From an optimization exercise on the open Yosys and OpenROAD flow, aimed at small area; shortcuts taken in it are not production practice. Only simulation tests tie the RTL to the original design; equivalence was not proved. No activity file was given, so power comes from the tool's default toggle rates.

<file path="design/flow/flow/run.sh">
#!/bin/bash
# The standard layout (standard.sh) with three changes:
# - synthesis maps with an area-only ABC script (flow/abc_area.script, in a
#   copy of the ORFS scripts folder); the rest of synthesis is unchanged,
#   so the registers and their names are the standard synthesis's;
# - the port buffers are buf_1;
# - clock tree synthesis inserts no dummy loads and uses clkbuf_4 clusters.
# Each tool's output goes to the ORFS logs under orfs/logs; make's own
# output goes to standard.log.
set -euo pipefail
here=$(pwd)
rm -rf "$here/scripts"
cp -r "$FLOW_HOME/scripts" "$here/scripts"
cp "$here/flow/abc_area.script" "$here/scripts/abc_area.script"
export BUFFER_PORTS_ARGS="-buffer_cell sky130_fd_sc_hd__buf_1"
export CTS_ARGS="-sink_clustering_enable -repair_clock_nets -dont_use_dummy_load -buf_list sky130_fd_sc_hd__clkbuf_4 -sink_clustering_size 10 -sink_clustering_max_diameter 40 -root_buf sky130_fd_sc_hd__clkbuf_16 -sink_clustering_levels 1"
bash standard.sh SCRIPTS_DIR="$here/scripts" finish > standard.log 2>&1
</file>
<file path="design/flow/flow/abc_area.script">
strash
dch -f
amap
</file>
<file path="design/flow/standard.sh">
#!/bin/bash
# synth_recipe.tcl (not shown) runs the flow's synth.tcl, then flattens the netlist and writes it again
# the make line also repeats each setting of config.mk as NAME=value (left out here)
make -C /OpenROAD-flow-scripts/flow DESIGN_CONFIG=/design/flow/config.mk WORK_HOME=/design/flow/orfs CLKGATE_MAP_FILE= SYNTH_SCRIPT=/design/flow/synth_recipe.tcl "${@:-finish}"
</file>
<file path="design/flow/config.mk">
export PLATFORM = sky130hd
export DESIGN_NAME = cpuTop
export DESIGN_NICKNAME = cpuTop
export VERILOG_FILES = /design/flow/design.v
export SDC_FILE = /design/flow/constraint.sdc
export NUM_CORES = 4
export LEC_CHECK = 0
export ABC_AREA = 1
export CAP_MARGIN = 0
export CORE_MARGIN = 2
export CORE_UTILIZATION = 60
export SLEW_MARGIN = 0
</file>
<file path="design/flow/constraint.sdc">
create_clock -name core_clock -period 10.0 [get_ports {clock}]
set_input_delay 2.0000 -clock core_clock [delete_from_list [all_inputs] [get_ports {clock}]]
set_output_delay 2.0000 -clock core_clock [all_outputs]
set_load 0.01 [all_outputs]
</file>
<file path="design/flow/design.v">
`timescale 1ns/1ps
`default_nettype none
module cpuTop (
	input logic clock,
	input logic reset,
	input logic [15:0] memReadData,
	output logic [15:0] memAddr,
	output logic [15:0] memWriteData,
	output logic memWe,
	output logic fetchStrobe
);
	localparam int flagCarry = 0;
	localparam int flagLow = 1;
	localparam int flagFlag = 2;
	localparam int flagZero = 3;
	localparam int flagNeg = 4;
	logic [3:0] phase;
	logic ex1;  
	logic ex2;  
	logic [255:0] rf;  
	logic [15:0] ir;
	logic [15:0] pcq;  
	logic [15:0] tq;  
	logic [4:0] psr;
	logic carry;  
	logic fEq;  
	logic fLt;  
	wire first = phase == 4'd0;
	wire last = phase == 4'd15;
	wire [15:0] inst = (ex1 && first) ? memReadData : ir;
	wire [3:0] op = inst[15:12];
	wire [3:0] ext = inst[7:4];
	wire [3:0] rdIndex = inst[11:8];
	wire [3:0] rsIndex = inst[3:0];
	wire [3:0] cond = inst[11:8];
	wire opR = op == 4'h0;
	wire opS = op == 4'h4;
	wire isAnd = (opR && ext == 4'h1) || op == 4'h1;
	wire isOr = (opR && ext == 4'h2) || op == 4'h2;
	wire isXor = (opR && ext == 4'h3) || op == 4'h3;
	wire isMov = (opR && ext == 4'hD) || op == 4'hD;
	wire isAdd = (opR && ext == 4'h5) || op == 4'h5;
	wire isCmp = (opR && ext == 4'hB) || op == 4'hB;
	wire isSub = (opR && ext == 4'h9) || op == 4'h9 || isCmp;
	wire isLui = op == 4'hF;
	wire isLsh = (opR && ext == 4'h4) || op == 4'h8;
	wire isBcc = op == 4'hC;
	wire isLoad = opS && ext == 4'h0;
	wire isStor = opS && ext == 4'h4;
	wire isJal = opS && ext == 4'h8;
	wire isJcc = opS && ext == 4'hC;
	wire isLong = isLoad || isStor || isLsh;
	wire setsFlags = isAdd || isSub;
	wire aluWrites = isAnd || isOr || isXor || isMov || isAdd || (isSub && !isCmp) || isLui;
	logic [15:0] lsb;
	always_comb
		for (int r = 0; r < 16; r++)
			lsb[r] = rf[16 * r];
	wire rsBit = lsb[rsIndex];
	wire rdBit = lsb[rdIndex];
	wire immLow = first ? inst[0] : tq[0];
	wire immSigned8 = op == 4'h5 || op == 4'h9 || op == 4'hB || op == 4'hC;
	wire immShift = op == 4'h8;
	logic immBit;
	always_comb begin
		if (phase[3])
			immBit = immSigned8 ? inst[7] : (immShift && inst[3]);
		else if (immShift && phase[2])
			immBit = inst[3];
		else
			immBit = immLow;
	end
	wire bBit = opR ? rsBit : immBit;
	wire aBit = rdBit;
	wire bEff = bBit ^ isSub;
	logic condTrue;
	wire taken = isBcc && condTrue;
	wire addA = (ex2 && !isLong) ? pcq[0] : rdBit;
	wire addB = ex2 ? (taken && immBit) : bEff;
	wire cin = first ? (ex2 ? !taken : isSub) : carry;
	wire sum = addA ^ addB ^ cin;
	wire cout = (addA & addB) | (addA & cin) | (addB & cin);
	logic aluBit;
	always_comb begin
		if (isAnd)
			aluBit = aBit & bBit;
		else if (isOr)
			aluBit = aBit | bBit;
		else if (isXor)
			aluBit = aBit ^ bBit;
		else if (isMov)
			aluBit = bBit;
		else if (isLui)
			aluBit = phase[3] ? tq[8] : aBit;
		else
			aluBit = sum;
	end
	wire eqIn = first | fEq;
	wire ltIn = !first & fLt;
	wire differ = aBit ^ bBit;
	logic [4:0] newFlags;
	always_comb begin
		newFlags[flagCarry] = cout ^ isSub;
		newFlags[flagLow] = differ ? aBit : ltIn;
		newFlags[flagFlag] = (aBit == bEff) && (sum != aBit);
		newFlags[flagZero] = eqIn && !differ;
		newFlags[flagNeg] = differ ? bBit : ltIn;
	end
	logic condBase;
	always_comb begin
		case (cond[3:1])
			3'd0: condBase = psr[flagZero];
			3'd1: condBase = psr[flagCarry];
			3'd2: condBase = psr[flagLow];
			3'd3: condBase = psr[flagNeg];
			3'd4: condBase = psr[flagFlag];
			3'd5: condBase = !(psr[flagLow] || psr[flagZero]);
			3'd6: condBase = !(psr[flagNeg] || psr[flagZero]);
			default: condBase = 1'b1;
		endcase
	end
	assign condTrue = condBase ^ cond[0];
	wire [3:0] shAmount = ir[3:0];
	logic [15:0] tapByAmount;
	always_comb
		for (int k = 0; k < 16; k++)
			tapByAmount[k] = tq[(16 - k) % 16];
	wire shLow = phase >= shAmount;
	wire shBit = tapByAmount[shAmount] && (fEq ? shLow : (fLt && !shLow));
	logic rfWe;
	logic rfBit;
	always_comb begin
		rfWe = 1'b0;
		rfBit = aluBit;
		if (ex1) begin
			rfWe = aluWrites || isLong;
			if (isLong)
				rfBit = pcq[0];
		end
		else if (ex2) begin
			rfWe = isLong || isJal;
			if (isLoad)
				rfBit = first ? memReadData[0] : tq[0];
			else if (isStor)
				rfBit = tq[0];
			else if (isLsh)
				rfBit = shBit;
			else
				rfBit = sum;  
		end
	end
	logic pcBit;
	always_comb begin
		pcBit = sum;
		if (!ex1 && !ex2)
			pcBit = 1'b0;
		else if (ex1) begin
			if (isLsh)
				pcBit = bBit;
			else if (isLoad || isStor)
				pcBit = rsBit;
			else
				pcBit = pcq[0];
		end
		else if (isJal || (isJcc && condTrue))
			pcBit = rsBit;
	end
	wire tBit = (ex1 && (isStor || isLsh)) ? rdBit : tq[0];
	wire tLoad = first && (ex1 || isLoad);  
	wire tLoadTop = first && !(isStor || isLsh);
	always_ff @(posedge clock) begin
		for (int r = 0; r < 16; r++)
			rf[16 * r +: 16] <= {(rfWe && rdIndex == 4'(r)) ? rfBit : rf[16 * r],
				rf[16 * r + 1 +: 15]};
		pcq <= {pcBit, pcq[15:1]};
		tq <= {tLoadTop ? memReadData[0] : tBit, tLoad ? memReadData[15:1] : tq[15:1]};
		ir <= inst;
		if (ex1 && last && isLsh)
			ir[3:0] <= pcq[4:1];  
		carry <= cout;
		if (ex1) begin
			if (isLsh) begin
				fEq <= (phase < 4'd4) || (fEq && !bBit);
				fLt <= (phase < 4'd4) || (fLt && bBit);
			end
			else begin
				fEq <= eqIn && !differ;
				fLt <= differ ? aBit : ltIn;
			end
		end
	end
	always_ff @(posedge clock) begin
		if (!reset) begin
			phase <= 4'd0;
			ex1 <= 1'b0;
			ex2 <= 1'b0;
			psr <= '0;
		end
		else begin
			phase <= phase + 4'd1;
			if (last) begin
				ex1 <= !ex1;
				ex2 <= ex1;
			end
			if (ex1 && last && setsFlags)
				psr <= newFlags;
		end
	end
	assign memAddr = {pcBit, pcq[15:1]};
	assign memWriteData = {tBit, tq[15:1]};
	assign memWe = ex1 && last && isStor;
	assign fetchStrobe = last && !ex1;  
endmodule
`default_nettype wire
</file>
==> results.json <==
{
  "fp.dieW_um": 123,
  "grt_pass1_wl_mm": 25.5,
  "leakage_nw": 3.50,
  "worst_pin_slew_ns": 1.26,
  "multi_input_area_um2": 1710,
  "rows": 43,
  "layout_commonest_cell": "dfxtp_1",
  "initial_core_util": 0.615,
  "critPathArrivalTime_ns": 7.08,
  "path_delay_family": "compound AO/OA/AOI/OAI gates",
  "clk_latency_ns": 0.49,
  "synthMuxAreaShare": 0,
  "seqCellArea_um2": 6390,
  "grt_antenna_before_repair": 0,
  "cp_max_fo": 17,
  "cts_made_buffers": 40,
  "critPathCaptureType": "output pin",
  "place_congestion": 0.875,
  "grt_pass1_vias": 4958,
  "synth-adder-area-share": 0.0141,
  "area_growth_pct": 6.69,
  "via_count": 5176,
  "slew_headroom": 0.156,
  "post_synth_num_cell_types": 35,
  "synth-compound-area-share": 0.122,
  "cts.htree.levels": 2,
  "fin_util": 0.657,
  "synth_nets": 736,
  "syn_area_um2": 8540,
  "max_stage_delay_ns": 1.02,
  "fillers": 1032,
  "maxCapViolations": 0,
  "syn-mean-instance-area_um2": 12.0,
  "grt_setup_unrepaired": "no",
  "ys_warn_count": 1,
  "nNetsFinal": 798,
  "power_density_nw_per_um2": 252,
  "status": "finished clean",
  "clockBufferDepth": 3,
  "period_minus_slack_ns": 9.08,
  "viasPerCell": 5.45,
  "synth_seq_area_share": 0.748,
  "synthCells": 709,
  "cp_slowest_cell": "nor2_1",
  "cts-resized-gates": 0,
  "power_mw": 2.29,
  "worstSetupPathType": "reg -> out",
  "hpwl_mm": 11.4,
  "synth_xor_area_frac": 0,
  "grt_overflow": 0,
  "core_area_um2": 13900,
  "grt_start_max_net_pins": 24,
  "critPathRequiredTime_ns": 8.00,
  "path_buf_inv": 5,
  "synthSimpleGateAreaFrac": 0.0636,
  "crit_chain": "clkinv_1 -> ha_1 -> nand3_1 -> nor2_1 -> clkinv_1 -> o22ai_1 -> clkinv_1 -> o221ai_1 -> a21oi_1 -> o32ai_1 -> o22ai_1 -> clkinv_1 -> o22ai_1 -> a21oi_1 -> fa_1 -> nand2_1 -> o2111ai_1 -> o21ai_0 -> buf_1",
  "final_antenna_net_count": 0,
  "cts_tree": "yes",
  "synth-seq-cells": 318,
  "top_level_ports": 52,
  "drcViolationCount": 0,
  "root_buffer": "clkbuf_16",
  "setup_violations": 0,
  "fmax_ghz": 0.110,
  "hold_viol": 0,
  "cpMostUsedCell": "clkinv_1",
  "wl_mm": 16.2,
  "clock_skew_ns": 0.0626,
  "layout-drive-gt1-share": 0.0533,
  "ctsHoldBuffers": 0,
  "antenna_cells": 0,
  "synth_top_family_by_area": "compound AO/OA/AOI/OAI gates",
  "setup_tns_ns": 0,
  "cts.sinks": 318,
  "initialDrtViolationCount": 552,
  "max-vdd-ir-drop_v": 0.000163,
  "slew_violations": 0,
  "fin_crit_sh": 0.908,
  "hp-class": "reg -> reg",
  "die_area_um2": 15200,
  "grt_usage": 0.222,
  "final_cell_mix": "dfxtp_1, nor2_1, clkinv_1",
  "numPortBuffers": 51,
  "routedWlPerCell_um": 17.0,
  "die_h_um": 123,
  "dr.pass1.iters": 5,
  "critPathLaunchType": "register",
  "postCtsSetupRepairBufs": 0,
  "clk_pin_slew_ns": 0.10
}
==> cell usage after synthesis <==
cell       number  area share
dfxtp_1       316        0.74
nor2_1         77       0.034
clkinv_1       56       0.025
a21oi_1        51       0.030
o22ai_1        42       0.031
buf_4          32       0.028
nand2_1        30       0.013
o21ai_0        17       0.010
o221ai_1       16       0.016
a22oi_1         8      0.0070
ha_1            8       0.012
nand3_1         7      0.0041
o22a_1          7      0.0072
nor3_1          6      0.0035
a211oi_1        4      0.0035
or3_1           4      0.0029
nand4_1         3      0.0022
o32ai_1         3      0.0031
a221oi_1        2      0.0021
a32o_1          2      0.0023
edfxtp_1        2      0.0070
nor2b_1         2      0.0015
o31ai_1         2      0.0018
a22o_1          1      0.0010
a31o_1          1      0.0010
a31oi_1         1     0.00073
a41oi_1         1      0.0010
and3_1          1     0.00073
fa_1            1      0.0023
nor4_1          1     0.00073
o2111ai_1       1      0.0010
o211ai_1        1     0.00088
o221a_1         1      0.0013
o41ai_1         1      0.0010
or4_1           1     0.00088
==> state kept, by name, summed over array words and instances, names as in the netlist <==
signal  cells
fLt         1
tq         16
phase       4
rf        256
ir         16
pcq        16
ex2         1
carry       1
fEq         1
psr         5
ex1         1
==> power by group <==
part	switching, mW	internal (mW)
Combinational	0.208	0.117
Sequential	0.0380	1.32
Clock	0.360	0.252
==> per-stage QoR <==
step / setup WS, ns / std cells / hold WS [ns] / cell area, µm²
global placement: 2.14 / 909 / 0.310 / 8730
floorplan: 3.09 / 709 / 0.310 / 8540
finish: 0.915 / 949 / 0.317 / 9110
CTS: 1.10 / 949 / 0.318 / 9110
detailed placement: 1.62 / 909 / 0.312 / 8730
global route: 0.409 / 949 / 0.315 / 9110
==> final cells by class <==
class                           instances  area share
Sequential cell                       318       0.701
Multi-Input combinational cell        303       0.187
Clock buffer                           40      0.0426
Tap cell                              180      0.0247
Inverter                               56      0.0231
Timing Repair Buffer                   52      0.0218
==> final timing paths <==
| kind | from | to | slack (ns) | cells after the start |
|---|---|---|---|---|
| setup / recovery | phase[0] | memAddr[15] | 0.92 | 19 |
| hold / removal | rf[162] | rf[161] | 0.32 | 0 |
| setup reg to reg | phase[0] | rf[31] | 1.50 | 24 |
| hold reg to reg | rf[162] | rf[161] | 0.32 | 0 |
==> worst reg2reg max path: cells and delay by family, from the launching register on <==
kind	cells	cell delay, ns
fa+ha+maj	2	0.79
flops	1	0.34
simple gates	5	2.24
buf+inv	3	1.33
compound gates	14	3.61
==> cell families (layout without fill, tap and decap cells) <==
| family | after synthesis | after routing |
|---|---|---|
| buffers and inverters | 88 | 148 |
| AOI/OAI and AO/OA | 162 | 162 |
| and+or+nand+nor | 132 | 132 |
| adders and majority gates | 9 | 9 |
| DFF | 318 | 318 |
==> routing by layer <==
layer  up-vias  routed length (µm)  track usage  share of wire
met1      2397                7380        0.303           0.46
li1       2523                   -            -              -
met5         -                   0            0              0
met2       205                7150        0.343           0.44
met4         0                 471       0.0980          0.029
met3        51                1160       0.0447          0.072

[what the ideal ports hide]
The results above use ideal ports. As a check the final layout listed here was re-extracted and re-timed, cells and wires unchanged.
Step 1: set_driving_cell puts a clkbuf_16 on clock and a buf_2 on each other input, an assumption about the parent block.
Step 2 also shifts input and output timing later by t, the mid clock arrival at the registers, as if the neighbouring blocks saw the same clock.
Three values: no drivers, after step 1, after step 2; two values: the first two.
t (ns): 0.502
setup slack, ns: 0.915 / 0.873 / 1.375
worst setup path after step 2: register to output
clock arrival spread, ns: 0.063 / 0.063
pins driven straight from the clock port: 1
After both steps setup and hold are still met in this run. The setup slack of this run moves by -0.042 ns with the drivers and by +0.460 ns with both steps.
